Context: an optimization exercise on an open-source flow, tuned for small area, a short achievable clock period and few clock cycles per item. The choices shown serve that exercise and are no tape-out recipe. Only simulation tests tie the RTL to the original design; equivalence was not proved.

<file path="flow/run.sh">
#!/bin/bash
# synth_recipe.tcl (not shown) runs the flow's synth.tcl, then flattens the netlist and writes it again
# the make line also repeats each setting of config.mk as NAME=value (left out here)
make -C /OpenROAD-flow-scripts/flow DESIGN_CONFIG=/design/flow/config.mk WORK_HOME=/design/flow/orfs CLKGATE_MAP_FILE= SYNTH_SCRIPT=/design/flow/synth_recipe.tcl finish
</file>
<file path="flow/config.mk">
export PLATFORM = sky130hd
export DESIGN_NAME = sparse_top
export DESIGN_NICKNAME = sparse_top
export VERILOG_FILES = /design/flow/design.v
export SDC_FILE = /design/flow/constraint.sdc
export NUM_CORES = 4
export LEC_CHECK = 0
export ABC_AREA = 1
export CAP_MARGIN = 20
export CORE_MARGIN = 2
export CORE_UTILIZATION = 50
export SETUP_SLACK_MARGIN = 3.8
export SLEW_MARGIN = 20
export TNS_END_PERCENT = 0
</file>
<file path="flow/constraint.sdc">
create_clock -name core_clock -period 7.0 [get_ports {clk}]
set_input_delay 1.4000 -clock core_clock [delete_from_list [all_inputs] [get_ports {clk}]]
set_output_delay 1.4000 -clock core_clock [all_outputs]
set_load 0.01 [all_outputs]
</file>
<file path="flow/design.v">
`timescale 1ns/1ns
package sparse_cfg_pkg;
  localparam int LANES_DEF = 4;
  localparam int DATA_W_DEF = 8;
  localparam int ACC_W_DEF = 24;
  localparam int SHIFT_DEF = 4;
endpackage
`timescale 1ns/1ns
package ctrl_pkg;
  typedef enum logic [1:0] {
    IDLE  = 2'd0,
    ACCUM = 2'd1,
    DRAIN = 2'd2,
    HOLD  = 2'd3
  } ctrl_state_e;
  typedef enum logic [1:0] {
    MAC_HOLD  = 2'd0,
    MAC_START = 2'd1,
    MAC_ACC   = 2'd2,
    MAC_LAST  = 2'd3
  } mac_op_e;
endpackage
`timescale 1ns/1ns
module sparse_decoder #(
  parameter int LANES  = 4,
  parameter int DATA_W = 8
) (
  input  logic [LANES*DATA_W-1:0] act_packed,
  input  logic [LANES-1:0]        act_mask,
  output logic [LANES*DATA_W-1:0] lanes_d
);
  always_comb begin
    int idx;
    idx = 0;
    for (int i = 0; i < LANES; i++) begin
      lanes_d[i*DATA_W +: DATA_W] = '0;
      if (act_mask[i]) begin
        lanes_d[i*DATA_W +: DATA_W] = act_packed[idx*DATA_W +: DATA_W];
        idx = idx + 1;
      end
    end
  end
endmodule
`timescale 1ns/1ns
module mac_lanes #(
  parameter int LANES  = 4,
  parameter int DATA_W = 8,
  parameter int ACC_W  = 24
) (
  input  logic                    clk,
  input  logic [LANES*DATA_W-1:0] lanes_d,
  input  logic                    accept,
  input  logic                    weight_load,
  input  logic [LANES*DATA_W-1:0] weight_word,
  input  logic                    s1_en,
  input  logic                    acc_en,
  input  logic                    acc_clr,
  output logic [LANES*ACC_W-1:0]  acc_lanes
);
  localparam int NL = 2;
  logic [LANES*DATA_W-1:0] weight_q;
  logic [LANES*DATA_W-1:0] act_q;
  logic [NL-1:0]           lo_d  [LANES];
  logic [16:NL]            hs_d  [LANES];
  logic [16:NL]            hc_d  [LANES];
  logic [NL-1:0]           q_lo  [LANES];
  logic [16:NL]            q_hs  [LANES];
  logic [16:NL]            q_hc  [LANES];
  logic [ACC_W-1:0]        acc_q   [LANES];
  logic [ACC_W-1:0]        acc_sum [LANES];
  for (genvar i = 0; i < LANES; i++) begin : g_lane
    mul_tree mul (
      .a(act_q[i*DATA_W +: DATA_W]), .w(weight_q[i*DATA_W +: DATA_W]),
      .lo(lo_d[i]), .hi_s(hs_d[i]), .hi_c(hc_d[i])
    );
    acc_add add (
      .acc_in(acc_clr ? '0 : acc_q[i]),
      .lo(q_lo[i]), .hi_s(q_hs[i]), .hi_c(q_hc[i]), .sum(acc_sum[i])
    );
    assign acc_lanes[i*ACC_W +: ACC_W] = acc_q[i];
  end
  always_ff @(posedge clk) begin
    if (weight_load) begin
      weight_q <= weight_word;
    end
    if (accept) begin
      act_q <= lanes_d;
    end
    if (s1_en) begin
      for (int i = 0; i < LANES; i++) begin
        q_lo[i] <= lo_d[i];
        q_hs[i] <= hs_d[i];
        q_hc[i] <= hc_d[i];
      end
    end
    if (acc_en) begin
      for (int i = 0; i < LANES; i++) begin
        acc_q[i] <= acc_sum[i];
      end
    end
  end
endmodule
module mul_tree (
  input  logic [7:0]  a,
  input  logic [7:0]  w,
  output logic [1:0]  lo,       
  output logic [16:2] hi_s,     
  output logic [16:2] hi_c
);
  logic neg0, one0, two0, nneg0;
  logic pp0_0;
  logic pp0_1;
  logic pp0_2;
  logic pp0_3;
  logic pp0_4;
  logic pp0_5;
  logic pp0_6;
  logic pp0_7;
  logic pp0_8;
  logic neg1, one1, two1, nneg1;
  logic pp1_0;
  logic pp1_1;
  logic pp1_2;
  logic pp1_3;
  logic pp1_4;
  logic pp1_5;
  logic pp1_6;
  logic pp1_7;
  logic pp1_8;
  logic neg2, one2, two2, nneg2;
  logic pp2_0;
  logic pp2_1;
  logic pp2_2;
  logic pp2_3;
  logic pp2_4;
  logic pp2_5;
  logic pp2_6;
  logic pp2_7;
  logic pp2_8;
  logic neg3, one3, two3, nneg3;
  logic pp3_0;
  logic pp3_1;
  logic pp3_2;
  logic pp3_3;
  logic pp3_4;
  logic pp3_5;
  logic pp3_6;
  logic pp3_7;
  logic pp3_8;
  logic s1;
  logic c2;
  logic s3;
  logic c4;
  logic s5;
  logic c6;
  logic s7;
  logic c8;
  logic s9;
  logic c10;
  logic s11;
  logic c12;
  logic s13;
  logic c14;
  logic s15;
  logic c16;
  logic s17;
  logic c18;
  logic s19;
  logic c20;
  logic s21;
  logic c22;
  logic s23;
  logic c24;
  logic s25;
  logic c26;
  logic s27;
  logic c28;
  logic s29;
  logic c30;
  logic s31;
  logic c32;
  logic s33;
  logic c34;
  logic s35;
  logic c36;
  logic s37;
  logic c38;
  logic s39;
  logic c40;
  logic s41;
  logic c42;
  logic s43;
  logic c44;
  logic s45;
  logic c46;
  logic s47;
  logic c48;
  logic s49;
  logic c50;
  logic s51;
  logic c52;
  logic s53;
  logic c54;
  logic s55;
  logic c56;
  logic s57;
  logic c58;
  logic s59;
  logic c60;
  logic s61;
  logic c62;
  logic s63;
  logic c64;
  logic s65;
  logic c66;
  logic s67;
  logic c68;
  logic s69;
  logic c70;
  assign neg0 = w[1];
  assign nneg0 = ~w[1];
  assign one0 = w[0] ^ 1'b0;
  assign two0 = (w[1] & ~w[0] & ~1'b0) | (~w[1] & w[0] & 1'b0);
  assign pp0_0 = ((one0 & a[0]) | (two0 & 1'b0)) ^ neg0;
  assign pp0_1 = ((one0 & a[1]) | (two0 & a[0])) ^ neg0;
  assign pp0_2 = ((one0 & a[2]) | (two0 & a[1])) ^ neg0;
  assign pp0_3 = ((one0 & a[3]) | (two0 & a[2])) ^ neg0;
  assign pp0_4 = ((one0 & a[4]) | (two0 & a[3])) ^ neg0;
  assign pp0_5 = ((one0 & a[5]) | (two0 & a[4])) ^ neg0;
  assign pp0_6 = ((one0 & a[6]) | (two0 & a[5])) ^ neg0;
  assign pp0_7 = ((one0 & a[7]) | (two0 & a[6])) ^ neg0;
  assign pp0_8 = ((one0 & 1'b0) | (two0 & a[7])) ^ neg0;
  assign neg1 = w[3];
  assign nneg1 = ~w[3];
  assign one1 = w[2] ^ w[1];
  assign two1 = (w[3] & ~w[2] & ~w[1]) | (~w[3] & w[2] & w[1]);
  assign pp1_0 = ((one1 & a[0]) | (two1 & 1'b0)) ^ neg1;
  assign pp1_1 = ((one1 & a[1]) | (two1 & a[0])) ^ neg1;
  assign pp1_2 = ((one1 & a[2]) | (two1 & a[1])) ^ neg1;
  assign pp1_3 = ((one1 & a[3]) | (two1 & a[2])) ^ neg1;
  assign pp1_4 = ((one1 & a[4]) | (two1 & a[3])) ^ neg1;
  assign pp1_5 = ((one1 & a[5]) | (two1 & a[4])) ^ neg1;
  assign pp1_6 = ((one1 & a[6]) | (two1 & a[5])) ^ neg1;
  assign pp1_7 = ((one1 & a[7]) | (two1 & a[6])) ^ neg1;
  assign pp1_8 = ((one1 & 1'b0) | (two1 & a[7])) ^ neg1;
  assign neg2 = w[5];
  assign nneg2 = ~w[5];
  assign one2 = w[4] ^ w[3];
  assign two2 = (w[5] & ~w[4] & ~w[3]) | (~w[5] & w[4] & w[3]);
  assign pp2_0 = ((one2 & a[0]) | (two2 & 1'b0)) ^ neg2;
  assign pp2_1 = ((one2 & a[1]) | (two2 & a[0])) ^ neg2;
  assign pp2_2 = ((one2 & a[2]) | (two2 & a[1])) ^ neg2;
  assign pp2_3 = ((one2 & a[3]) | (two2 & a[2])) ^ neg2;
  assign pp2_4 = ((one2 & a[4]) | (two2 & a[3])) ^ neg2;
  assign pp2_5 = ((one2 & a[5]) | (two2 & a[4])) ^ neg2;
  assign pp2_6 = ((one2 & a[6]) | (two2 & a[5])) ^ neg2;
  assign pp2_7 = ((one2 & a[7]) | (two2 & a[6])) ^ neg2;
  assign pp2_8 = ((one2 & 1'b0) | (two2 & a[7])) ^ neg2;
  assign neg3 = w[7];
  assign nneg3 = ~w[7];
  assign one3 = w[6] ^ w[5];
  assign two3 = (w[7] & ~w[6] & ~w[5]) | (~w[7] & w[6] & w[5]);
  assign pp3_0 = ((one3 & a[0]) | (two3 & 1'b0)) ^ neg3;
  assign pp3_1 = ((one3 & a[1]) | (two3 & a[0])) ^ neg3;
  assign pp3_2 = ((one3 & a[2]) | (two3 & a[1])) ^ neg3;
  assign pp3_3 = ((one3 & a[3]) | (two3 & a[2])) ^ neg3;
  assign pp3_4 = ((one3 & a[4]) | (two3 & a[3])) ^ neg3;
  assign pp3_5 = ((one3 & a[5]) | (two3 & a[4])) ^ neg3;
  assign pp3_6 = ((one3 & a[6]) | (two3 & a[5])) ^ neg3;
  assign pp3_7 = ((one3 & a[7]) | (two3 & a[6])) ^ neg3;
  assign pp3_8 = ((one3 & 1'b0) | (two3 & a[7])) ^ neg3;
  assign s1 = neg3 ^ pp0_6;
  assign c2 = neg3 & pp0_6;
  assign s3 = pp0_7 ^ pp1_5;
  assign c4 = pp0_7 & pp1_5;
  assign s5 = pp0_8 ^ pp1_6;
  assign c6 = pp0_8 & pp1_6;
  assign s7 = nneg0 ^ 1'b1 ^ pp1_7;
  assign c8 = (nneg0 & 1'b1) | (nneg0 & pp1_7) | (1'b1 & pp1_7);
  assign s9 = 1'b1 ^ pp1_8;
  assign c10 = 1'b1 & pp1_8;
  assign s11 = neg1 ^ pp0_2;
  assign c12 = neg1 & pp0_2;
  assign s13 = pp0_3 ^ pp1_1;
  assign c14 = pp0_3 & pp1_1;
  assign s15 = neg2 ^ pp0_4 ^ pp1_2;
  assign c16 = (neg2 & pp0_4) | (neg2 & pp1_2) | (pp0_4 & pp1_2);
  assign s17 = pp0_5 ^ pp1_3 ^ pp2_1;
  assign c18 = (pp0_5 & pp1_3) | (pp0_5 & pp2_1) | (pp1_3 & pp2_1);
  assign s19 = pp1_4 ^ pp2_2 ^ pp3_0;
  assign c20 = (pp1_4 & pp2_2) | (pp1_4 & pp3_0) | (pp2_2 & pp3_0);
  assign s21 = pp2_3 ^ pp3_1 ^ c2;
  assign c22 = (pp2_3 & pp3_1) | (pp2_3 & c2) | (pp3_1 & c2);
  assign s23 = pp2_4 ^ pp3_2 ^ c4;
  assign c24 = (pp2_4 & pp3_2) | (pp2_4 & c4) | (pp3_2 & c4);
  assign s25 = pp2_5 ^ pp3_3 ^ c6;
  assign c26 = (pp2_5 & pp3_3) | (pp2_5 & c6) | (pp3_3 & c6);
  assign s27 = pp2_6 ^ pp3_4 ^ s9;
  assign c28 = (pp2_6 & pp3_4) | (pp2_6 & s9) | (pp3_4 & s9);
  assign s29 = nneg1 ^ pp2_7 ^ pp3_5;
  assign c30 = (nneg1 & pp2_7) | (nneg1 & pp3_5) | (pp2_7 & pp3_5);
  assign s31 = 1'b1 ^ pp2_8 ^ pp3_6;
  assign c32 = (1'b1 & pp2_8) | (1'b1 & pp3_6) | (pp2_8 & pp3_6);
  assign s33 = nneg2 ^ pp3_7;
  assign c34 = nneg2 & pp3_7;
  assign s35 = 1'b1 ^ pp3_8;
  assign c36 = 1'b1 & pp3_8;
  assign s37 = neg0 ^ pp0_0;
  assign c38 = neg0 & pp0_0;
  assign s39 = pp0_1 ^ c38;
  assign c40 = pp0_1 & c38;
  assign s41 = pp1_0 ^ s11 ^ c40;
  assign c42 = (pp1_0 & s11) | (pp1_0 & c40) | (s11 & c40);
  assign s43 = pp1_0 ^ s11;
  assign c44 = pp1_0 & s11;
  assign s45 = c12 ^ s13;
  assign c46 = c12 & s13;
  assign s47 = pp2_0 ^ c14 ^ s15;
  assign c48 = (pp2_0 & c14) | (pp2_0 & s15) | (c14 & s15);
  assign s49 = c16 ^ s17;
  assign c50 = c16 & s17;
  assign s51 = s1 ^ c18 ^ s19;
  assign c52 = (s1 & c18) | (s1 & s19) | (c18 & s19);
  assign s53 = s3 ^ c20 ^ s21;
  assign c54 = (s3 & c20) | (s3 & s21) | (c20 & s21);
  assign s55 = s5 ^ c22 ^ s23;
  assign c56 = (s5 & c22) | (s5 & s23) | (c22 & s23);
  assign s57 = s7 ^ c24 ^ s25;
  assign c58 = (s7 & c24) | (s7 & s25) | (c24 & s25);
  assign s59 = c8 ^ c26 ^ s27;
  assign c60 = (c8 & c26) | (c8 & s27) | (c26 & s27);
  assign s61 = c10 ^ s29 ^ c28;
  assign c62 = (c10 & s29) | (c10 & c28) | (s29 & c28);
  assign s63 = c30 ^ s31;
  assign c64 = c30 & s31;
  assign s65 = s33 ^ c32;
  assign c66 = s33 & c32;
  assign s67 = c34 ^ s35;
  assign c68 = c34 & s35;
  assign s69 = nneg3 ^ c36;
  assign c70 = nneg3 & c36;
  assign lo = {s39, s37};
  assign hi_s = {c70, c68, c66, c64, c62, c60, c58, c56, c54, c52, c50, c48, c46, c44, c40};
  assign hi_c = {1'b0, s69, s67, s65, s63, s61, s59, s57, s55, s53, s51, s49, s47, s45, s43};
endmodule
module acc_add (
  input  logic [23:0] acc_in,
  input  logic [1:0]  lo,
  input  logic [16:2] hi_s,
  input  logic [16:2] hi_c,
  output logic [23:0] sum
);
  logic s1;
  logic c2;
  logic s3;
  logic c4;
  logic s5;
  logic c6;
  logic s7;
  logic c8;
  logic s9;
  logic c10;
  logic s11;
  logic c12;
  logic s13;
  logic c14;
  logic s15;
  logic c16;
  logic s17;
  logic c18;
  logic s19;
  logic c20;
  logic s21;
  logic c22;
  logic s23;
  logic c24;
  logic s25;
  logic c26;
  logic s27;
  logic c28;
  logic s29;
  logic c30;
  logic [23:0] row_a, row_b;
  logic [7:0]  hi_dec;
  assign hi_dec = acc_in[23:16] - 8'd1;
  assign s1 = acc_in[2] ^ hi_s[2];
  assign c2 = acc_in[2] & hi_s[2];
  assign s3 = acc_in[3] ^ hi_s[3] ^ hi_c[3];
  assign c4 = (acc_in[3] & hi_s[3]) | (acc_in[3] & hi_c[3]) | (hi_s[3] & hi_c[3]);
  assign s5 = acc_in[4] ^ hi_s[4] ^ hi_c[4];
  assign c6 = (acc_in[4] & hi_s[4]) | (acc_in[4] & hi_c[4]) | (hi_s[4] & hi_c[4]);
  assign s7 = acc_in[5] ^ hi_s[5] ^ hi_c[5];
  assign c8 = (acc_in[5] & hi_s[5]) | (acc_in[5] & hi_c[5]) | (hi_s[5] & hi_c[5]);
  assign s9 = acc_in[6] ^ hi_s[6] ^ hi_c[6];
  assign c10 = (acc_in[6] & hi_s[6]) | (acc_in[6] & hi_c[6]) | (hi_s[6] & hi_c[6]);
  assign s11 = acc_in[7] ^ hi_s[7] ^ hi_c[7];
  assign c12 = (acc_in[7] & hi_s[7]) | (acc_in[7] & hi_c[7]) | (hi_s[7] & hi_c[7]);
  assign s13 = acc_in[8] ^ hi_s[8] ^ hi_c[8];
  assign c14 = (acc_in[8] & hi_s[8]) | (acc_in[8] & hi_c[8]) | (hi_s[8] & hi_c[8]);
  assign s15 = acc_in[9] ^ hi_s[9] ^ hi_c[9];
  assign c16 = (acc_in[9] & hi_s[9]) | (acc_in[9] & hi_c[9]) | (hi_s[9] & hi_c[9]);
  assign s17 = acc_in[10] ^ hi_s[10] ^ hi_c[10];
  assign c18 = (acc_in[10] & hi_s[10]) | (acc_in[10] & hi_c[10]) | (hi_s[10] & hi_c[10]);
  assign s19 = acc_in[11] ^ hi_s[11] ^ hi_c[11];
  assign c20 = (acc_in[11] & hi_s[11]) | (acc_in[11] & hi_c[11]) | (hi_s[11] & hi_c[11]);
  assign s21 = acc_in[12] ^ hi_s[12] ^ hi_c[12];
  assign c22 = (acc_in[12] & hi_s[12]) | (acc_in[12] & hi_c[12]) | (hi_s[12] & hi_c[12]);
  assign s23 = acc_in[13] ^ hi_s[13] ^ hi_c[13];
  assign c24 = (acc_in[13] & hi_s[13]) | (acc_in[13] & hi_c[13]) | (hi_s[13] & hi_c[13]);
  assign s25 = acc_in[14] ^ hi_s[14] ^ hi_c[14];
  assign c26 = (acc_in[14] & hi_s[14]) | (acc_in[14] & hi_c[14]) | (hi_s[14] & hi_c[14]);
  assign s27 = acc_in[15] ^ hi_s[15] ^ hi_c[15];
  assign c28 = (acc_in[15] & hi_s[15]) | (acc_in[15] & hi_c[15]) | (hi_s[15] & hi_c[15]);
  assign s29 = hi_dec[0] ^ hi_s[16] ^ hi_c[16];
  assign c30 = (hi_dec[0] & hi_s[16]) | (hi_dec[0] & hi_c[16]) | (hi_s[16] & hi_c[16]);
  assign row_a = {hi_dec[7], hi_dec[6], hi_dec[5], hi_dec[4], hi_dec[3], hi_dec[2], hi_dec[1], c28, c26, c24, c22, c20, c18, c16, c14, c12, c10, c8, c6, c4, c2, hi_c[2], acc_in[1], acc_in[0]};
  assign row_b = {1'b0, 1'b0, 1'b0, 1'b0, 1'b0, 1'b0, c30, s29, s27, s25, s23, s21, s19, s17, s15, s13, s11, s9, s7, s5, s3, s1, lo[1], lo[0]};
  assign sum = row_a + row_b;
endmodule
`timescale 1ns/1ns
module result_encoder #(
  parameter int LANES     = 4,
  parameter int DATA_W    = 8,
  parameter int ACC_W     = 24,
  parameter int OUT_SHIFT = 4
) (
  input  logic                    clk,
  input  logic [LANES*ACC_W-1:0]  acc_lanes,
  input  logic                    out_load,
  output logic [LANES*DATA_W-1:0] out_packed,
  output logic [LANES-1:0]        out_mask
);
  logic [LANES*DATA_W-1:0] packed_d;
  logic [LANES-1:0]        mask_d;
  function automatic int ones(input int m);
    ones = 0;
    for (int b = 0; b < LANES; b++) begin
      ones = ones + ((m >> b) & 1);
    end
  endfunction
  logic [DATA_W-1:0] q  [LANES];
  logic [LANES-1:0]  nz;
  always_comb begin
    for (int i = 0; i < LANES; i++) begin
      logic [ACC_W-1:0] a;
      logic             neg, ovf;
      a     = acc_lanes[i*ACC_W +: ACC_W];
      neg   = a[ACC_W-1];
      ovf   = |a[ACC_W-2:OUT_SHIFT+DATA_W];
      q[i]  = (a[OUT_SHIFT +: DATA_W] | {DATA_W{ovf}}) & {DATA_W{!neg}};
      nz[i] = !neg && (ovf || (|a[OUT_SHIFT +: DATA_W]));
    end
  end
  always_comb begin
    logic [LANES-1:0] sel [LANES];    
    for (int k = 0; k < LANES; k++) begin
      sel[k] = '0;
    end
    for (int j = 0; j < LANES; j++) begin
      for (int m = 0; m < (1 << j); m++) begin
        if ((nz & LANES'((1 << j) - 1)) == LANES'(m)) begin
          sel[ones(m)][j] = 1'b1;
        end
      end
    end
    for (int k = 0; k < LANES; k++) begin
      packed_d[k*DATA_W +: DATA_W] = '0;
      for (int j = k; j < LANES; j++) begin
        packed_d[k*DATA_W +: DATA_W] = packed_d[k*DATA_W +: DATA_W] | (q[j] & {DATA_W{sel[k][j]}});
      end
    end
    mask_d = nz;
  end
  always_ff @(posedge clk) begin
    if (out_load) begin
      out_packed <= packed_d;
      out_mask   <= mask_d;
    end
  end
endmodule
`timescale 1ns/1ns
module flow_controller (
  input  logic clk,
  input  logic rst_n,
  input  logic weights_valid,
  output logic weights_ready,
  input  logic act_valid,
  input  logic act_last,
  output logic act_ready,
  output logic out_valid,
  input  logic out_ready,
  output logic accept,       
  output logic weight_load,
  output logic s1_en,        
  output logic acc_en,       
  output logic acc_clr,      
  output logic out_load      
);
  logic in_group;
  logic v0, last0, first0;
  logic v1, last1, first1;
  logic pend;
  logic stall;
  logic v0_n, v1_n, pend_n, out_valid_n, in_group_n, act_ready_n, first1_n, acc_en_n;
  assign accept      = act_valid && act_ready;
  assign weight_load = weights_valid && weights_ready;
  assign stall    = pend && out_valid;
  assign s1_en    = !stall;
  assign out_load = pend && !stall;
  always_comb begin
    in_group_n  = accept ? !act_last : in_group;
    v0_n        = accept || (v0 && stall);
    v1_n        = stall ? v1 : v0;
    pend_n      = stall ? pend : (v1 && last1);
    out_valid_n = out_load || (out_valid && !out_ready);
    act_ready_n = !(v0_n && pend_n && out_valid_n);
    first1_n    = stall ? first1 : first0;
    acc_en_n    = v1_n && !(pend_n && out_valid_n);
  end
  always_ff @(posedge clk or negedge rst_n) begin
    if (!rst_n) begin
      in_group      <= 1'b0;
      v0            <= 1'b0;
      v1            <= 1'b0;
      pend          <= 1'b0;
      out_valid     <= 1'b0;
      act_ready     <= 1'b0;
      weights_ready <= 1'b0;
      acc_en        <= 1'b0;
      acc_clr       <= 1'b0;
    end else begin
      in_group      <= in_group_n;
      v0            <= v0_n;
      v1            <= v1_n;
      pend          <= pend_n;
      out_valid     <= out_valid_n;
      act_ready     <= act_ready_n;
      weights_ready <= act_ready_n && !in_group_n;
      acc_en        <= acc_en_n;
      acc_clr       <= acc_en_n && first1_n;
    end
  end
  always_ff @(posedge clk) begin
    if (accept) begin
      last0  <= act_last;
      first0 <= !in_group;
    end
    if (s1_en) begin
      last1  <= last0;
      first1 <= first0;
    end
  end
endmodule
`timescale 1ns/1ns
module sparse_top #(
  parameter int LANES     = sparse_cfg_pkg::LANES_DEF,
  parameter int DATA_W    = sparse_cfg_pkg::DATA_W_DEF,
  parameter int ACC_W     = sparse_cfg_pkg::ACC_W_DEF,
  parameter int OUT_SHIFT = sparse_cfg_pkg::SHIFT_DEF
) (
  input  logic                    clk,
  input  logic                    rst_n,
  input  logic [LANES*DATA_W-1:0] weights_in,
  input  logic                    weights_valid,
  output logic                    weights_ready,
  input  logic [LANES*DATA_W-1:0] act_packed,
  input  logic [LANES-1:0]        act_mask,
  input  logic                    act_last,
  input  logic                    act_valid,
  output logic                    act_ready,
  output logic [LANES*DATA_W-1:0] out_packed,
  output logic [LANES-1:0]        out_mask,
  output logic                    out_valid,
  input  logic                    out_ready
);
  logic [LANES*DATA_W-1:0] lanes_d;
  logic [LANES*ACC_W-1:0]  acc_lanes;
  logic accept, weight_load, s1_en, acc_en, acc_clr, out_load;
  flow_controller controller (
    .clk(clk), .rst_n(rst_n),
    .weights_valid(weights_valid), .weights_ready(weights_ready),
    .act_valid(act_valid), .act_last(act_last), .act_ready(act_ready),
    .out_valid(out_valid), .out_ready(out_ready),
    .accept(accept), .weight_load(weight_load),
    .s1_en(s1_en), .acc_en(acc_en), .acc_clr(acc_clr), .out_load(out_load)
  );
  sparse_decoder #(.LANES(LANES), .DATA_W(DATA_W)) decoder (
    .act_packed(act_packed), .act_mask(act_mask), .lanes_d(lanes_d)
  );
  mac_lanes #(.LANES(LANES), .DATA_W(DATA_W), .ACC_W(ACC_W)) mac (
    .clk(clk),
    .lanes_d(lanes_d), .accept(accept),
    .weight_load(weight_load), .weight_word(weights_in),
    .s1_en(s1_en), .acc_en(acc_en), .acc_clr(acc_clr), .acc_lanes(acc_lanes)
  );
  result_encoder #(
    .LANES(LANES), .DATA_W(DATA_W), .ACC_W(ACC_W), .OUT_SHIFT(OUT_SHIFT)
  ) encoder (
    .clk(clk),
    .acc_lanes(acc_lanes), .out_load(out_load),
    .out_packed(out_packed), .out_mask(out_mask)
  );
endmodule
</file>
==> results of run 1 <==
==> cells by family (layout without fill, tap and decap cells) <==
group | Yosys count | count (layout)
AOI/OAI and AO/OA | 344 | 344
xor gates and xnor gates | 207 | 207
adders and majority gates | 274 | 274
buffers and inverters | 624 | 777
DFF | 333 | 333
and+or+nand+nor | 1060 | 1060
==> per-layer routing <==
| layer | routed length (um) | share of wire | vias to the layer above | track usage |
|---|---|---|---|---|
| met5 | 0 | 0 | - | 0 |
| met4 | 1920 | 0.032 | 0 | 0.0810 |
| met2 | 27500 | 0.46 | 520 | 0.393 |
| met1 | 26800 | 0.45 | 8880 | 0.313 |
| li1 | - | - | 9449 | - |
| met3 | 3160 | 0.053 | 110 | 0.0272 |
==> worst paths after layout <==
| kind | startpoint | end | cells past startpoint |
|---|---|---|---|
| max in group asynchronous | rst_n | controller.acc_en | 1 |
| setup / recovery | mac.weight_q[25] | mac.q_hc[3][9] | 9 |
| hold / removal | controller.last0 | controller.last1 | 0 |
| min in group asynchronous | rst_n | controller.acc_clr | 1 |
| hold reg to reg | controller.last0 | controller.last1 | 0 |
| setup reg to reg | mac.weight_q[25] | mac.q_hc[3][9] | 9 |
==> flip-flops by register name, indices dropped and copies added (netlist names), 4 cells and up <==
register	flops
mac.acc_q	96
mac.q_hs	60
mac.q_hc	56
encoder.out_packed	32
mac.act_q	32
mac.weight_q	32
mac.q_lo	8
encoder.out_mask	4
==> layout by cell type, fill, tap and decap left out, types with 8 or more instances in the layout <==
master,Yosys,routed
clkdlybuf4s50_1,0,111
nand2_1,575,574
inv_2,10,10
buf_4,1,8
nand4_1,17,17
a21oi_1,94,93
dfrtp_1,9,8
o211ai_1,8,8
clkinv_1,12,17
nand3_1,159,159
xor2_1,190,190
nand3b_1,16,16
nor2_1,245,244
inv_1,560,558
or2_2,8,8
o22ai_1,116,116
o21ai_0,94,94
ha_1,158,157
edfxtp_1,323,323
fa_1,116,116
xnor2_1,16,16
clkbuf_16,0,41
==> worst max-delay path: stages, from the launching register on <==
cell	delay [ns]
edfxtp_1	0.71
nor2_1	0.13
a21oi_1	0.48
o22ai_1	0.16
xor2_1	0.19
ha_1	0.18
inv_1	0.05
fa_1	0.47
inv_1	0.05
fa_1	0.44
==> layout make-up <==
class	instances	share of cell area
Multi-Input combinational cell	1885	0.447
Timing Repair inverter	2	0.000801
Timing Repair Buffer	121	0.0428
Inverter	583	0.0789
Clock buffer	49	0.0383
Sequential cell	333	0.354
Tap cell	664	0.0296
Clock inverter	22	0.00908
==> what timing repair did <==
action / CTS / global route
setup endpoints to repair: 91 / 106
setup buffers: 2 / 1
resized for setup: 9 / 9
endpoints found under the hold margin: 0 / 0
gates cloned: 0 / 2
hold buffers: 0 / 0
pin swaps: 1 / 0
==> impl_metrics.toml, run 1 <==
[grt]
overflow = 0
grt_pass1_wl_um = 95400
antenna_found_initial = 1
grt_max_degree = 90
grt_pass1_vias = 18600
grt_util_all_layers = 0.233

[cells_and_area]
fin_area_um2 = 28100
regArea_um2 = 9950
areaGrowthSynthToFinish_pct = 12.9
antennaDiodeCount = 0
fin_cells = 3659
fillerInstances = 4473
fin_util = 0.573
layout-drive-gt1-share = 0.0411
multi_input_area_um2 = 12500
final_nets = 3314

[floorplan]
die_x_um = 227
fp-row-count = 81
die_area_um2 = 51600
core_um2 = 49100
start_util = 0.507
die_y_um = 227
io_pins = 113

[timing]
fin_crit_sh = 0.446
slew_headroom = 0.394
fmax_mhz = 320
setup_slack_ns = 3.88
tightest_slew_ns = 0.909
slew_violations = 0
skew_ns = 0.0204
setup_viol = 0
rsz0062_at_grt = "true"
final.setup.tns_ns = 0
final_hold_viol_count = 0
fin_crit_ns = 3.12
worst_hold_slack_ns = 0.418

[synthesis]
ys_seq_area_frac = 0.400
syn_inst = 2842
synthAdderAreaFrac = 0.173
synth_commonest_cells = "nand2_1 (575), inv_1 (560), edfxtp_1 (323)"
syn_area_um2 = 24900
yosys_most_used_dff = "edfxtp_1"
yosysUniqueCellTypes = 47
synth_edf_count = 323
async_flop_share = 0.0270
synth.area.top_cells = "edfxtp_1 (39%), fa_1 (9.3%), nand2_1 (8.7%)"
synthMuxAreaShare = 0
synth-seq-cells = 333
synth_compound_area_frac = 0.0780
yosysWarnings = 18
syn_area_per_cell_um2 = 8.76
synth_top_family_by_area = "simple AND/OR/NAND/NOR gates"
synth-xor-area-share = 0.0732
synth_most_common_cell = "nand2_1"
yosys.area_share.simple = 0.179
synth_top_area_frac = 0.390
yosysTopAreaCell = "edfxtp_1"
synth_nets = 3190

[place]
dp.cells = 3583
dp_hpwl_um = 46100
port_buffers = 112
gp_congestion = 0.931
place_ws_ns = 2.11
placedInstanceArea_um2 = 26700

[setup_path]
worstPathRequired_ns = 7.30
start_kind = "flop"
path_class = "flop to flop"
rrSetupSlack_ns = 3.88
path_max_fanout = 13
critPathCaptureType = "flop"
cp.arrival_ns = 3.42

[cts]
cts_max_path_buffers = 3
htreeDepth = 2
root_buffer = "clkbuf_16"
cts.sinks = 333
cts_tree = "built"
clock_latency_ns = 0.56
path_clk_slew_ns = 0.06
numCtsBuffers = 40

[routing]
routed_wl_um = 59400
wl_per_cell_um = 16.2
antenna_left = 0
post-route-drc-count = 0
drt-pass1-iter-count = 7
vias_per_cell = 5.18
vias = 19000
drt_iter0_drc = 1278

[outcome]
outcome = "complete, no violations"

[hold_path]
hp-class = "flop to flop"

[flow_run]
drv_cap = 0
Testbench counts, summed over its fixed seeds: cycles 11,168, groups 2,400.
==> run 2, diff against run 1 <==
--- a/flow/config.mk
+++ b/flow/config.mk
@@ -13,2 +13 @@
 export SLEW_MARGIN = 20
-export TNS_END_PERCENT = 0
==> run 2 against run 1 <==
Against the previous run:
- clock-buffer cell count decreased by 1
- critical path depth up 4
- cell count grew 0.14%
- area after synthesis stayed put
- flip-flop and latch count unchanged
- first-iteration DRC count down 10%
- register-to-register slack improved by 0.05 ns
- via count shrank 0.24%
- non-clock buffer count grew 5
==> impl_metrics.toml, run 2 <==
[synthesis]
yosys.area_share.simple = 0.179
synthAdderAreaFrac = 0.173
syn_inst = 2842
yosysWarnings = 18
synth.area.top_cells = "edfxtp_1 (39%), fa_1 (9.3%), nand2_1 (8.7%)"
async_flop_share = 0.0270
synth_nets = 3190
synth_edf_count = 323
synth-seq-cells = 333
syn_area_per_cell_um2 = 8.76
yosys_most_used_dff = "edfxtp_1"
synth_top_area_frac = 0.390
synthMuxAreaShare = 0
syn_area_um2 = 24900
synth_commonest_cells = "nand2_1 (575), inv_1 (560), edfxtp_1 (323)"
synth_most_common_cell = "nand2_1"
ys_seq_area_frac = 0.400
yosysTopAreaCell = "edfxtp_1"
synth_top_family_by_area = "simple AND/OR/NAND/NOR gates"
synth-xor-area-share = 0.0732
yosysUniqueCellTypes = 47
synth_compound_area_frac = 0.0780

[floorplan]
start_util = 0.507
die_x_um = 227
io_pins = 113
core_um2 = 49100
die_area_um2 = 51600
fp-row-count = 81
die_y_um = 227

[cells_and_area]
top_regs = "mac.acc_q (96), mac.q_hs (60), mac.q_hc (56)"
fin_cells = 3664
fin_area_um2 = 28200
final_nets = 3319
largest_reg_flops = 96
final_common_cell = "nand2_1"
fin_util = 0.575
layout_common_cells = "nand2_1 (571), inv_1 (558), edfxtp_1 (323)"
largest_register = "mac.acc_q"
areaGrowthSynthToFinish_pct = 13.3
antennaDiodeCount = 0
layout-drive-gt1-share = 0.0480

[timing]
worst_hold_slack_ns = 0.439
fin_crit_sh = 0.439
rsz0062_at_grt = "true"
final_hold_viol_count = 0
fin_crit_ns = 3.08
setup_viol = 0
slew_violations = 0
skew_ns = 0.0155
final.setup.tns_ns = 0
slew_headroom = 0.411
fmax_mhz = 325
tightest_slew_ns = 0.883

[place]
gp_congestion = 0.932
dp.cells = 3583
port_buffers = 112
placedInstanceArea_um2 = 26700
dp_hpwl_um = 46100

[routing]
wl_per_cell_um = 16.4
vias = 18900
drt-pass1-iter-count = 5
vias_per_cell = 5.16
routed_wl_um = 60200
post-route-drc-count = 0
drt_iter0_drc = 1146
antenna_left = 0

[cts]
cts_max_path_buffers = 3
clock_latency_ns = 0.56
cts.sinks = 333
root_buffer = "clkbuf_16"
path_clk_slew_ns = 0.06
htreeDepth = 2
numCtsBuffers = 40
holdBufCountCts = 0
cts_tree = "built"

[setup_path]
cp.arrival_ns = 3.39
worstPathRequired_ns = 7.31
path_max_fanout = 30
path_class = "flop to flop"
rrSetupSlack_ns = 3.92
critPathCaptureType = "flop"
start_kind = "flop"

[grt]
grt_util_all_layers = 0.236
grt_max_degree = 69
grt_pass1_vias = 18500
overflow = 0
antenna_found_initial = 0
grt_pass1_wl_um = 95700

[hold_path]
hp-class = "flop to flop"

[outcome]
outcome = "complete, no violations"

[flow_run]
drv_cap = 0
[run 2: cell counts after synthesis]
Identical to the previous run, type by type.
[run 2: final timing paths]
check,startpoint,to,cells after the start
setup / recovery,controller.acc_clr,mac.acc_q[2][20],13
hold / removal,controller.last0,controller.last1,0
setup reg to reg,controller.acc_clr,mac.acc_q[2][20],13
hold reg to reg,controller.last0,controller.last1,0
max in group asynchronous,rst_n,controller.acc_en,1
min in group asynchronous,rst_n,controller.in_group,1
[run 2: cell type report]
cell class / instances / area [um2]
sequential: 333 / 9950
timing repair buffer: 126 / 1250
clock inverter: 23 / 225
inverter: 583 / 2220
multi-input combinational: 1885 / 12600
timing repair inverter: 2 / 25.0
fill: 4494 / 20900
clock buffer: 48 / 1050
tap: 664 / 831
[run 2: repair_timing]
action | in CTS | in global routing
cloned | 2 | 0
setup buffers | 1 | 7
setup endpoints to repair | 89 | 78
pin swaps | 1 | 0
resized for setup | 9 | 33
[run 2: worst max-delay path: stages (launching register included)]
cell	delay (ns)
dfrtp_1	0.39
buf_12	0.20
clkinv_8	0.18
nand2_1	0.10
fa_1	0.53
inv_1	0.04
ha_1	0.34
a21oi_1	0.25
a21boi_0	0.22
nand3_1	0.19
nand3_1	0.16
nand2_1	0.06
nand2_1	0.06
nand2_1	0.06
[run 2: cell families after synthesis]
| family | after synthesis |
|---|---|
| fa+ha+maj | 274 |
| buf+inv | 624 |
| compound gates | 344 |
| simple gates | 1060 |
| xor+xnor | 207 |
| flops | 333 |
[run 2: routing by layer]
layer,GRT usage,share of wire,up-vias
met3,0.0328,0.046,107
met2,0.405,0.47,456
met1,0.318,0.46,8912
li1,-,-,9438
met4,0.0588,0.023,0
met5,0,0,-
[run 2: through the flow]
stage,setup WS [ns]
2_1_floorplan,3.80
6_report,3.92
5_1_grt,3.76
4_1_cts,3.78
3_3_place_gp,2.22
3_5_place_dp,2.07
==> run 3, diff against run 2 <==
--- a/flow/config.mk
+++ b/flow/config.mk
@@ -11,3 +11,4 @@
 export CORE_UTILIZATION = 50
-export SETUP_SLACK_MARGIN = 3.8
+export SETUP_SLACK_MARGIN = 4
 export SLEW_MARGIN = 20
+export TNS_END_PERCENT = 10
==> run 3 against run 2 <==
Against the previous run:
- still clean
- first-iteration DRC count up 11%
- global-route usage up 0.069 points
- wire length down 0.66%
- hold slack worse by 0.021 ns
- flip-flop and latch count unchanged
- register-to-register slack better by 0.02 ns
- critical path type unchanged
- highest routed layer unchanged
==> impl_metrics.toml, run 3 <==
[outcome]
outcome = "complete, no violations"

[grt]
grt_max_degree = 69
grt_pass1_vias = 18600
grt_util_all_layers = 0.237
antenna_found_initial = 1
grt_pass1_wl_um = 96400
overflow = 0

[floorplan]
start_util = 0.507
die_area_um2 = 51600
die_x_um = 227
io_pins = 113
die_y_um = 227
core_um2 = 49100
fp-row-count = 81

[setup_path]
start_kind = "flop"
cp_slowest_cell = "fa_1"
path_max_fanout = 31
cp.arrival_ns = 3.37
crit_top_cell = "nand2_1"
slowest_delay_ns = 0.54
cp_cell_sequence = "buf_12, inv_16, nand2_1, fa_1, inv_1, ha_1, nand2_1, inv_1, nand2_1, nor3_1, nand2_1, nand2_1, nand3_1, nand3_1, nand2_1"
worstPathRequired_ns = 7.32
path_class = "flop to flop"
critPathCaptureType = "flop"

[timing]
fin_crit_sh = 0.436
tightest_slew_ns = 0.911
rsz0062_at_grt = "true"
fmax_mhz = 327
slew_violations = 0
skew_ns = 0.0197
slew_headroom = 0.393
final.setup.tns_ns = 0
setup_viol = 0
final_hold_viol_count = 0
fin_crit_ns = 3.05

[routing]
vias = 19100
antenna_left = 0
routed_wl_um = 59800
post-route-drc-count = 0
drt_iter0_drc = 1274
wl_per_cell_um = 16.3
drt-pass1-iter-count = 5
vias_per_cell = 5.19

[synthesis]
synth_nets = 3190
synth_most_common_cell = "nand2_1"
synth_commonest_cells = "nand2_1 (575), inv_1 (560), edfxtp_1 (323)"
yosysWarnings = 18
yosysUniqueCellTypes = 47
synth_top_area_frac = 0.390
yosysTopAreaCell = "edfxtp_1"
ys_seq_area_frac = 0.400
async_flop_share = 0.0270
syn_area_um2 = 24900
yosys_most_used_dff = "edfxtp_1"
syn_inst = 2842
syn_area_per_cell_um2 = 8.76
synth_edf_count = 323
synth-seq-cells = 333
synth.area.top_cells = "edfxtp_1 (39%), fa_1 (9.3%), nand2_1 (8.7%)"

[cells_and_area]
layout-drive-gt1-share = 0.0536
areaGrowthSynthToFinish_pct = 13.7
top_regs = "mac.acc_q (96), mac.q_hs (60), mac.q_hc (56)"
fin_cells = 3669
fillerInstances = 4458
antennaDiodeCount = 0
final_nets = 3324
largest_register = "mac.acc_q"
final_common_cell = "nand2_1"
largest_reg_flops = 96
regArea_um2 = 9950
layout_common_cells = "nand2_1 (570), inv_1 (558), edfxtp_1 (323)"
fin_area_um2 = 28300
fin_util = 0.577
multi_input_area_um2 = 12700

[hold_path]
hp-class = "flop to flop"

[place]
gp_congestion = 0.931
dp.cells = 3583
port_buffers = 112
placedInstanceArea_um2 = 26700
dp_hpwl_um = 46100

[cts]
htreeDepth = 2
clock_latency_ns = 0.56
holdBufCountCts = 0
cts_tree = "built"
cts.sinks = 333
path_clk_slew_ns = 0.06
cts_max_path_buffers = 3
numCtsBuffers = 40
root_buffer = "clkbuf_16"

[flow_run]
drv_cap = 0
## run 3: area by class of cell
class                           count  area share
Tap cell                          664      0.0294
Timing Repair Buffer              130      0.0448
Clock inverter                     22     0.00902
Clock buffer                       49      0.0380
Inverter                          583      0.0780
Multi-Input combinational cell   1885       0.447
Sequential cell                   333       0.352
Timing Repair inverter              3     0.00168
## run 3: worst paths after layout
path,startpoint,slack (ns),depth (start not counted),endpoint
hold reg to reg,controller.last0,0.42,0,controller.last1
setup / recovery,controller.acc_clr,3.95,15,mac.acc_q[3][21]
setup reg to reg,controller.acc_clr,3.95,15,mac.acc_q[3][21]
max in group asynchronous,rst_n,5.51,1,controller.acc_en
min in group asynchronous,rst_n,1.15,1,controller.acc_clr
hold / removal,controller.last0,0.42,0,controller.last1
## run 3: kinds of logic after synthesis
| logic type | count (synthesis) | synth area share |
|---|---|---|
| AO/OA/AOI/OAI | 344 | 0.0780 |
| XOR/XNOR | 207 | 0.0732 |
| adder cells (fa/ha/maj) | 274 | 0.173 |
| buffers and inverters | 624 | 0.0975 |
| flip-flops | 333 | 0.400 |
| AND/OR/NAND/NOR | 1060 | 0.179 |
## run 3: worst max-delay path, delay by kind of cell (launching register included)
| family | cells | cell delay, ns |
|---|---|---|
| and+or+nand+nor | 9 | 0.98 |
| adders and majority gates | 2 | 0.90 |
| buffers and inverters | 4 | 0.50 |
| DFF | 1 | 0.39 |
## run 3: through the flow
stage / setup slack (ns) / hold WS [ns]
after floorplan: 3.79 / 0.400
after global placement: 2.22 / 0.403
after detailed placement: 2.11 / 0.406
after CTS: 3.91 / 0.421
after global routing: 3.75 / 0.435
final: 3.95 / 0.418
## run 3: routing by layer
| layer | share of wire | global-route usage |
|---|---|---|
| met3 | 0.049 | 0.0267 |
| met5 | 0 | 0 |
| met2 | 0.47 | 0.400 |
| met4 | 0.031 | 0.0822 |
| met1 | 0.45 | 0.319 |
## run 3: repair_timing
item | CTS | global route
setup endpoints to repair | 124 | 128
cloned | 3 | 0
buffers inserted | 5 | 7
pin swaps | 1 | 0
gates resized for setup | 24 | 32
==> run 4, diff against run 3 <==
--- a/flow/config.mk
+++ b/flow/config.mk
@@ -11,2 +11,4 @@
 export CORE_UTILIZATION = 50
+export CTS_CLUSTER_DIAMETER = 250
+export CTS_CLUSTER_SIZE = 25
 export SETUP_SLACK_MARGIN = 4
==> run 4 against run 3 <==
Against the previous run:
- cell count down 0.98%
- still clean
- area after synthesis unchanged
- flip-flop and latch count unchanged
- register-to-register slack about the same
- clock-buffer cell count down 27
- die area unchanged
- first-iteration DRC count down 4.4%
- wire length about the same
- sequential share of layout area up 0.89 points
- synthesized cell count unchanged
==> impl_metrics.toml, run 4 <==
[outcome]
outcome = "complete, no violations"

[synthesis]
synth_edf_count = 323
async_flop_share = 0.0270
syn_inst = 2842
synth_nets = 3190
yosys_most_used_dff = "edfxtp_1"
synth_most_common_cell = "nand2_1"
yosysWarnings = 18
synth.area.top_cells = "edfxtp_1 (39%), fa_1 (9.3%), nand2_1 (8.7%)"
syn_area_per_cell_um2 = 8.76
ys_seq_area_frac = 0.400
yosysUniqueCellTypes = 47
synth-seq-cells = 333
syn_area_um2 = 24900
yosysTopAreaCell = "edfxtp_1"
synth_commonest_cells = "nand2_1 (575), inv_1 (560), edfxtp_1 (323)"
synth_top_area_frac = 0.390

[timing]
setup_slack_ns = 3.94
final_hold_viol_count = 0
fmax_mhz = 327
tightest_slew_ns = 0.925
setup_viol = 0
fin_crit_ns = 3.06
fin_crit_sh = 0.438
final.setup.tns_ns = 0
slew_headroom = 0.383
rsz0062_at_grt = "true"
worst_hold_slack_ns = 0.427
slew_violations = 0
skew_ns = 0.0435

[routing]
vias_per_cell = 5.21
vias = 18900
wl_per_cell_um = 16.5
routed_wl_um = 59800
drt_iter0_drc = 1218
post-route-drc-count = 0
antenna_left = 0
drt-pass1-iter-count = 5

[cts]
path_clk_slew_ns = 0.10
clock_latency_ns = 0.54
cts_tree = "built"
cts_max_path_buffers = 3
cts.sinks = 333
root_buffer = "clkbuf_16"
numCtsBuffers = 17
holdBufCountCts = 0
htreeDepth = 1

[grt]
grt_max_degree = 69
antenna_found_initial = 1
overflow = 0
grt_pass1_vias = 18400
grt_pass1_wl_um = 95600
grt_util_all_layers = 0.233

[cells_and_area]
largest_reg_flops = 96
final_nets = 3313
fin_area_um2 = 27600
fillerInstances = 4531
antennaDiodeCount = 0
areaGrowthSynthToFinish_pct = 10.9
fin_cells = 3633
layout-drive-gt1-share = 0.0461
final_common_cell = "nand2_1"
top_regs = "mac.acc_q (96), mac.q_hs (60), mac.q_hc (56)"
layout_common_cells = "nand2_1 (568), inv_1 (558), edfxtp_1 (323)"
largest_register = "mac.acc_q"

[floorplan]
die_area_um2 = 51600
die_y_um = 227
fp-row-count = 81
start_util = 0.507
die_x_um = 227
core_um2 = 49100
io_pins = 113

[place]
place_ws_ns = 2.11
placedInstanceArea_um2 = 26700
port_buffers = 112
dp.cells = 3583
dp_hpwl_um = 46100
gp_congestion = 0.931

[setup_path]
cp.arrival_ns = 3.33
worstPathRequired_ns = 7.27
start_kind = "flop"
critPathCaptureType = "flop"
path_class = "flop to flop"
path_max_fanout = 16

[flow_run]
drv_cap = 0

[hold_path]
hp-class = "flop to flop"
## run 4: cell types whose count changed in the layout (fill, tap and decap cells not counted), moves of 3 or more
cell        before  now
clkinv_2         6    0
clkbuf_16       41   18
bufinv_16        5    0
buf_4           17   28
ha_4             1    4
clkinvlp_4       4    1
clkinv_1        17   13
## run 4: kinds of logic after synthesis
logic type / after synthesis / synth area share
xor+xnor: 207 / 0.0732
fa+ha+maj: 274 / 0.173
compound gates: 344 / 0.0780
buf+inv: 624 / 0.0975
flops: 333 / 0.400
simple gates: 1060 / 0.179
## run 4: path summary, 6_finish.rpt
kind                                         start                        to  slack [ns]  cells past startpoint
min in group asynchronous                    rst_n  controller.weights_ready        1.17                      1
worst max register to register  controller.acc_clr          mac.acc_q[3][17]        3.94                     15
worst max-delay path            controller.acc_clr          mac.acc_q[3][17]        3.94                     15
worst min-delay path              controller.last0          controller.last1        0.43                      0
max in group asynchronous                    rst_n         controller.acc_en        5.48                      1
worst min register to register    controller.last0          controller.last1        0.43                      0
## run 4: layout make-up
| type | count | area, um2 | share of cell area |
|---|---|---|---|
| tap | 664 | 831 | 0.0301 |
| inverter | 583 | 2210 | 0.0800 |
| clock buffer | 22 | 444 | 0.0161 |
| timing repair buffer | 142 | 1370 | 0.0495 |
| clock inverter | 1 | 20.0 | 0.000725 |
| timing repair inverter | 3 | 57.6 | 0.00209 |
| multi-input combinational | 1885 | 12700 | 0.461 |
| sequential | 333 | 9950 | 0.360 |
## run 4: worst max-delay path: stages (launching register included)
cell and delay, ns:
dfrtp_2 0.43, clkbuf_16 0.22, inv_16 0.13, nand2_1 0.10, fa_1 0.54, inv_1 0.04, ha_1 0.36, nand2_1 0.15
inv_1 0.10, nand2_1 0.09, nand2_1 0.07, a21oi_1 0.16, nand2_2 0.12, nand2_1 0.08, nand2_1 0.05, xor2_1 0.14
## run 4: stage by stage
stage                     utilization
after floorplan                     -
after global placement          0.543
after detailed placement        0.543
after CTS                       0.556
after global routing            0.563
final                           0.563
## run 4: per-layer routing
metal | GRT usage | share of wire | vias to the layer above
li1 | - | - | 9417
met1 | 0.319 | 0.46 | 8941
met2 | 0.399 | 0.47 | 468
met5 | 0 | 0 | -
met3 | 0.0209 | 0.043 | 107
met4 | 0.0633 | 0.032 | 0
## run 4: timing repair
action / CTS / global route
hold endpoints to repair: 0 / 0
resized for setup: 25 / 41
gates cloned: 3 / 1
pin swaps: 1 / 1
setup buffers: 5 / 18
setup endpoints to repair: 118 / 125
==> run 5, diff against run 4 <==
--- a/flow/config.mk
+++ b/flow/config.mk
@@ -13,4 +13,3 @@
 export CTS_CLUSTER_SIZE = 25
-export SETUP_SLACK_MARGIN = 4
+export SETUP_SLACK_MARGIN = 3.8
 export SLEW_MARGIN = 20
-export TNS_END_PERCENT = 10
==> run 5 against run 4 <==
Against the previous run:
- still clean on timing, DRC and antenna
- cell count decreased by 0.39%
- core utilization shrank 0.35 points
- setup slack improved by 0.016 ns
- fmax is 0.54% higher
- die area did not move
- sequential share of layout area is 0.23 points higher
- largest cell class unchanged
==> impl_metrics.toml, run 5 <==
[synthesis]
ys_seq_area_frac = 0.400
synth.area.top_cells = "edfxtp_1 (39%), fa_1 (9.3%), nand2_1 (8.7%)"
syn_inst = 2842
async_flop_share = 0.0270
yosysUniqueCellTypes = 47
yosys_most_used_dff = "edfxtp_1"
syn_area_um2 = 24900
yosysTopAreaCell = "edfxtp_1"
synth_commonest_cells = "nand2_1 (575), inv_1 (560), edfxtp_1 (323)"
synth_top_area_frac = 0.390
synth_most_common_cell = "nand2_1"
syn_area_per_cell_um2 = 8.76
yosysWarnings = 18
synth-seq-cells = 333
synth_edf_count = 323
synth_nets = 3190

[grt]
grt_pass1_wl_um = 94800
grt_pass1_vias = 18300
grt_max_degree = 69
grt_util_all_layers = 0.232
overflow = 0
antenna_found_initial = 0

[timing]
slew_violations = 0
setup_viol = 0
final.setup.tns_ns = 0
fmax_mhz = 328
fin_crit_sh = 0.435
final_hold_viol_count = 0
skew_ns = 0.0273
setup_slack_ns = 3.95
worst_hold_slack_ns = 0.454
rsz0062_at_grt = "true"
slew_headroom = 0.393
tightest_slew_ns = 0.910
fin_crit_ns = 3.05

[setup_path]
critPathCaptureType = "flop"
cp_slowest_cell = "nor4_1"
crit_top_cell = "nand3_1"
timing.rr.start = "mac.acc_q[0][15]"
rrSetupSlack_ns = 3.95
start_kind = "flop"
slowest_delay_ns = 0.60
crit_buf_inv = 1
r2r_cells = 9
r2r_end = "encoder.out_packed[17]"
critical_path.top_delay_family = "simple AND/OR/NAND/NOR gates"
cp.arrival_ns = 3.31
path_max_fanout = 19
cp_cell_sequence = "nor4_1, nand3b_1, nand2_4, inv_1, ha_1, nor2_1, nand3_1, nand3_1, o21ai_0"
path_class = "flop to flop"
worstPathRequired_ns = 7.27

[flow_run]
drv_cap = 0

[place]
placedInstanceArea_um2 = 26700
port_buffers = 112
gp_congestion = 0.932
dp_hpwl_um = 46100
place_ws_ns = 2.07
dp.cells = 3583

[routing]
vias_per_cell = 5.20
antenna_left = 0
wl_per_cell_um = 16.5
drt_iter0_drc = 1293
vias = 18800
drt-pass1-iter-count = 5
routed_wl_um = 59600
post-route-drc-count = 0

[cts]
cts_max_path_buffers = 3
holdBufCountCts = 0
path_clk_slew_ns = 0.10
cts.sinks = 333
numCtsBuffers = 17
clock_latency_ns = 0.55
cts_tree = "built"
htreeDepth = 1
root_buffer = "clkbuf_16"

[floorplan]
die_area_um2 = 51600
fp-row-count = 81
die_x_um = 227
io_pins = 113
start_util = 0.507
die_y_um = 227
core_um2 = 49100

[cells_and_area]
fin_util = 0.559
fin_area_um2 = 27400
fillerInstances = 4553
top_regs = "mac.acc_q (96), mac.q_hs (60), mac.q_hc (56)"
fin_cells = 3619
layout-drive-gt1-share = 0.0359
final_common_cell = "nand2_1"
areaGrowthSynthToFinish_pct = 10.2
layout_common_cells = "nand2_1 (571), inv_1 (558), edfxtp_1 (323)"
antennaDiodeCount = 0
largest_register = "mac.acc_q"
largest_reg_flops = 96
final_nets = 3299

[hold_path]
hp-class = "flop to flop"
hold-path-cell-count = 0
hold_start = "controller.last0"
min_to = "controller.last1"

[outcome]
outcome = "complete, no violations"
## run 5: worst max path at each step
stage,cells after the start,startpoint,to
finish,9,mac.acc_q[0][15],encoder.out_packed[17]
global route,16,controller.acc_clr,mac.acc_q[1][22]
CTS,16,controller.acc_clr,mac.acc_q[1][22]
detailed placement,10,act_mask[0],mac.act_q[25]
global placement,10,act_mask[0],mac.act_q[25]
floorplan,12,act_mask[0],mac.act_q[25]
## run 5: logic make-up after synthesis
group	share of synthesized area
AO/OA/AOI/OAI	0.0780
XOR/XNOR	0.0732
adder cells (fa/ha/maj)	0.173
buffers and inverters	0.0975
flip-flops	0.400
AND/OR/NAND/NOR	0.179
## run 5: layer usage
layer | vias to the layer above | track usage | share of wire
li1 | 9379 | - | -
met1 | 8882 | 0.321 | 0.46
met2 | 487 | 0.398 | 0.47
met3 | 88 | 0.0218 | 0.047
met4 | 0 | 0.0527 | 0.024
met5 | - | 0 | 0
## run 5: worst reg2reg max path, delay by kind of cell (launching register included)
family	cells	cell delay [ns]
adders and majority gates	1	0.22
and+or+nand+nor	6	1.87
buffers and inverters	1	0.14
AOI/OAI and AO/OA	1	0.14
DFF	1	0.41
## run 5: what timing repair did
action	CTS	global route
pin swaps	1	1
setup endpoints to repair	89	78
gates cloned	2	1
gates resized for setup	11	34
setup buffers	1	9
## run 5: cell type report
type / count / area [um2] / share of cell area
Multi-Input combinational cell: 1885 / 12600 / 0.461
Sequential cell: 333 / 9950 / 0.363
Inverter: 583 / 2220 / 0.0809
Timing Repair Buffer: 129 / 1290 / 0.0472
Tap cell: 664 / 831 / 0.0303
Clock buffer: 22 / 444 / 0.0162
Timing Repair inverter: 2 / 28.8 / 0.00105
Clock inverter: 1 / 20.0 / 0.000730
==> run 6, diff against run 5 <==
--- a/flow/config.mk
+++ b/flow/config.mk
@@ -11,4 +11,4 @@
 export CORE_UTILIZATION = 50
-export CTS_CLUSTER_DIAMETER = 250
-export CTS_CLUSTER_SIZE = 25
+export CTS_CLUSTER_DIAMETER = 171
+export CTS_CLUSTER_SIZE = 20
 export SETUP_SLACK_MARGIN = 3.8
==> run 6 against run 5 <==
Against the previous run:
- critical path type unchanged
- flip-flop and latch count unchanged
- fmax down 1.1%
- core utilization up 0.24 points
- setup slack worse by 0.032 ns
- still clean on timing, DRC and antenna
- via count about the same
==> impl_metrics.toml, run 6 <==
[grt]
overflow = 0
grt_pass1_vias = 18300
grt_pass1_wl_um = 94900
grt_util_all_layers = 0.233
antenna_found_initial = 0
grt_max_degree = 69

[cts]
path_clk_slew_ns = 0.10
cts.sinks = 333
root_buffer = "clkbuf_16"
cts_tree = "built"
numCtsBuffers = 20
clock_latency_ns = 0.56
cts_max_path_buffers = 3
htreeDepth = 1
holdBufCountCts = 0

[timing]
worst_hold_slack_ns = 0.441
fin_crit_ns = 3.08
rsz0062_at_grt = "true"
fin_crit_sh = 0.440
slew_headroom = 0.412
final_hold_viol_count = 0
tightest_slew_ns = 0.882
final.setup.tns_ns = 0
slew_violations = 0
setup_viol = 0
skew_ns = 0.0163
fmax_mhz = 325

[synthesis]
yosysUniqueCellTypes = 47
syn_area_per_cell_um2 = 8.76
synth-seq-cells = 333
yosysTopAreaCell = "edfxtp_1"
syn_area_um2 = 24900
syn_inst = 2842
yosysWarnings = 18
synth.area.top_cells = "edfxtp_1 (39%), fa_1 (9.3%), nand2_1 (8.7%)"
synth_top_area_frac = 0.390
async_flop_share = 0.0270
synth_edf_count = 323
yosys_most_used_dff = "edfxtp_1"
ys_seq_area_frac = 0.400
synth_most_common_cell = "nand2_1"
synth_commonest_cells = "nand2_1 (575), inv_1 (560), edfxtp_1 (323)"
synth_nets = 3190

[routing]
drt-pass1-iter-count = 5
vias = 18800
post-route-drc-count = 0
drt_iter0_drc = 1336
antenna_left = 0
routed_wl_um = 60100
vias_per_cell = 5.20
wl_per_cell_um = 16.6

[floorplan]
start_util = 0.507
io_pins = 113
fp-row-count = 81
die_y_um = 227
die_area_um2 = 51600
core_um2 = 49100
die_x_um = 227

[setup_path]
cp.arrival_ns = 3.40
path_class = "flop to flop"
path_max_fanout = 23
worstPathRequired_ns = 7.32
start_kind = "flop"
critPathCaptureType = "flop"

[cells_and_area]
layout_common_cells = "nand2_1 (570), inv_1 (558), edfxtp_1 (323)"
antennaDiodeCount = 0
areaGrowthSynthToFinish_pct = 10.7
fillerInstances = 4540
fin_util = 0.562
fin_cells = 3623
largest_reg_flops = 96
final_nets = 3300
final_common_cell = "nand2_1"
layout-drive-gt1-share = 0.0395
largest_register = "mac.acc_q"
top_regs = "mac.acc_q (96), mac.q_hs (60), mac.q_hc (56)"

[place]
dp_hpwl_um = 46100
dp.cells = 3583
gp_congestion = 0.932
port_buffers = 112

[hold_path]
hp-class = "flop to flop"

[flow_run]
drv_cap = 0

[outcome]
outcome = "complete, no violations"
run 6: timing repair:
action,CTS,global route
gates resized for setup,10,44
pin swaps,1,0
cloned,2,1
buffers inserted,1,7
setup endpoints to repair,89,76
run 6: path summary, 6_finish.rpt:
kind	from	to	slack [ns]	depth (start not counted)
max reg2reg	controller.acc_clr	mac.acc_q[3][19]	3.92	13
min in group asynchronous	rst_n	controller.v0	1.15	1
max in group asynchronous	rst_n	controller.acc_en	5.52	1
min	controller.last0	controller.last1	0.44	0
min reg2reg	controller.last0	controller.last1	0.44	0
max	controller.acc_clr	mac.acc_q[3][19]	3.92	13
run 6: area by class of cell:
type | count | area (um2) | share of cell area
inverter | 583 | 2220 | 0.0805
clock inverter | 1 | 8.76 | 0.000318
clock buffer | 28 | 552 | 0.0200
timing repair buffer | 127 | 1280 | 0.0465
sequential | 333 | 9950 | 0.361
multi-input combinational | 1885 | 12700 | 0.460
timing repair inverter | 2 | 28.8 | 0.00104
tap | 664 | 831 | 0.0302
run 6: metrics by stage:
stage	setup WS (ns)	instance area [um2]
2_1_floorplan	3.80	24900
3_3_place_gp	2.22	26700
3_5_place_dp	2.07	26700
4_1_cts	3.78	27300
5_1_grt	3.76	27500
6_report	3.92	27500
run 6: critical path, cell delays in order (launching register included):
cell and delay, ns:
dfrtp_2 0.48, buf_12 0.20, clkinv_16 0.13, nand2_1 0.09, fa_1 0.53, inv_1 0.04, ha_1 0.34, a21oi_1 0.22
nor2_1 0.08, nor2_2 0.15, nand3_1 0.17, nand2_1 0.09, nand2_1 0.10, xor2_1 0.16
run 6: logic make-up (layout without fill, tap and decap cells):
kind of cell	count (synthesis)	in the layout	synth area share
compound gates	344	344	0.0780
xor+xnor	207	207	0.0732
fa+ha+maj	274	274	0.173
buf+inv	624	741	0.0975
flops	333	333	0.400
simple gates	1060	1060	0.179
run 6: metal layers:
layer	up-vias	part of all wire	GRT usage	wire, um
met1	8918	0.46	0.321	27800
met3	88	0.042	0.0199	2520
met5	-	0	0	0
met4	0	0.022	0.0546	1310
met2	452	0.47	0.401	28400
li1	9384	-	-	-

## re-timing with driven ports
How much do the figures lean on ideal ports? The routed layouts below were timed once more, with nothing changed but the port constraints.
Step 1, drivers: a clkbuf_16 drives clk and a buf_2 each remaining input, both assumed.
Step 2 also shifts input and output timing later by t, the mid clock arrival at the registers, as if the neighbouring blocks saw the same clock.
a / b / c = no drivers / after step 1 / after step 2; a / b = the first two.
| run | t (ns) | setup WS [ns] | latest minus earliest clock arrival (ns) | pins driven straight from the clock port |
|---|---|---|---|---|
| run 1 | 0.612 | 3.876 / 3.876 / 3.349 | 0.021 / 0.022 | 1 |
| run 2 | 0.617 | 3.925 / 3.925 / 3.410 | 0.017 / 0.017 | 1 |
| run 3 | 0.612 | 3.946 / 3.946 / 3.444 | 0.020 / 0.020 | 1 |
| run 4 | 0.583 | 3.937 / 3.937 / 3.429 | 0.046 / 0.046 | 1 |
| run 5 | 0.593 | 3.954 / 3.954 / 3.411 | 0.028 / 0.027 | 1 |
| run 6 | 0.611 | 3.922 / 3.922 / 3.430 | 0.018 / 0.018 | 1 |
After both steps setup and hold are still met in every run listed. For run 5, which loses most, drivers alone change the setup slack by 0.000 ns; drivers and shift together by -0.543 ns.
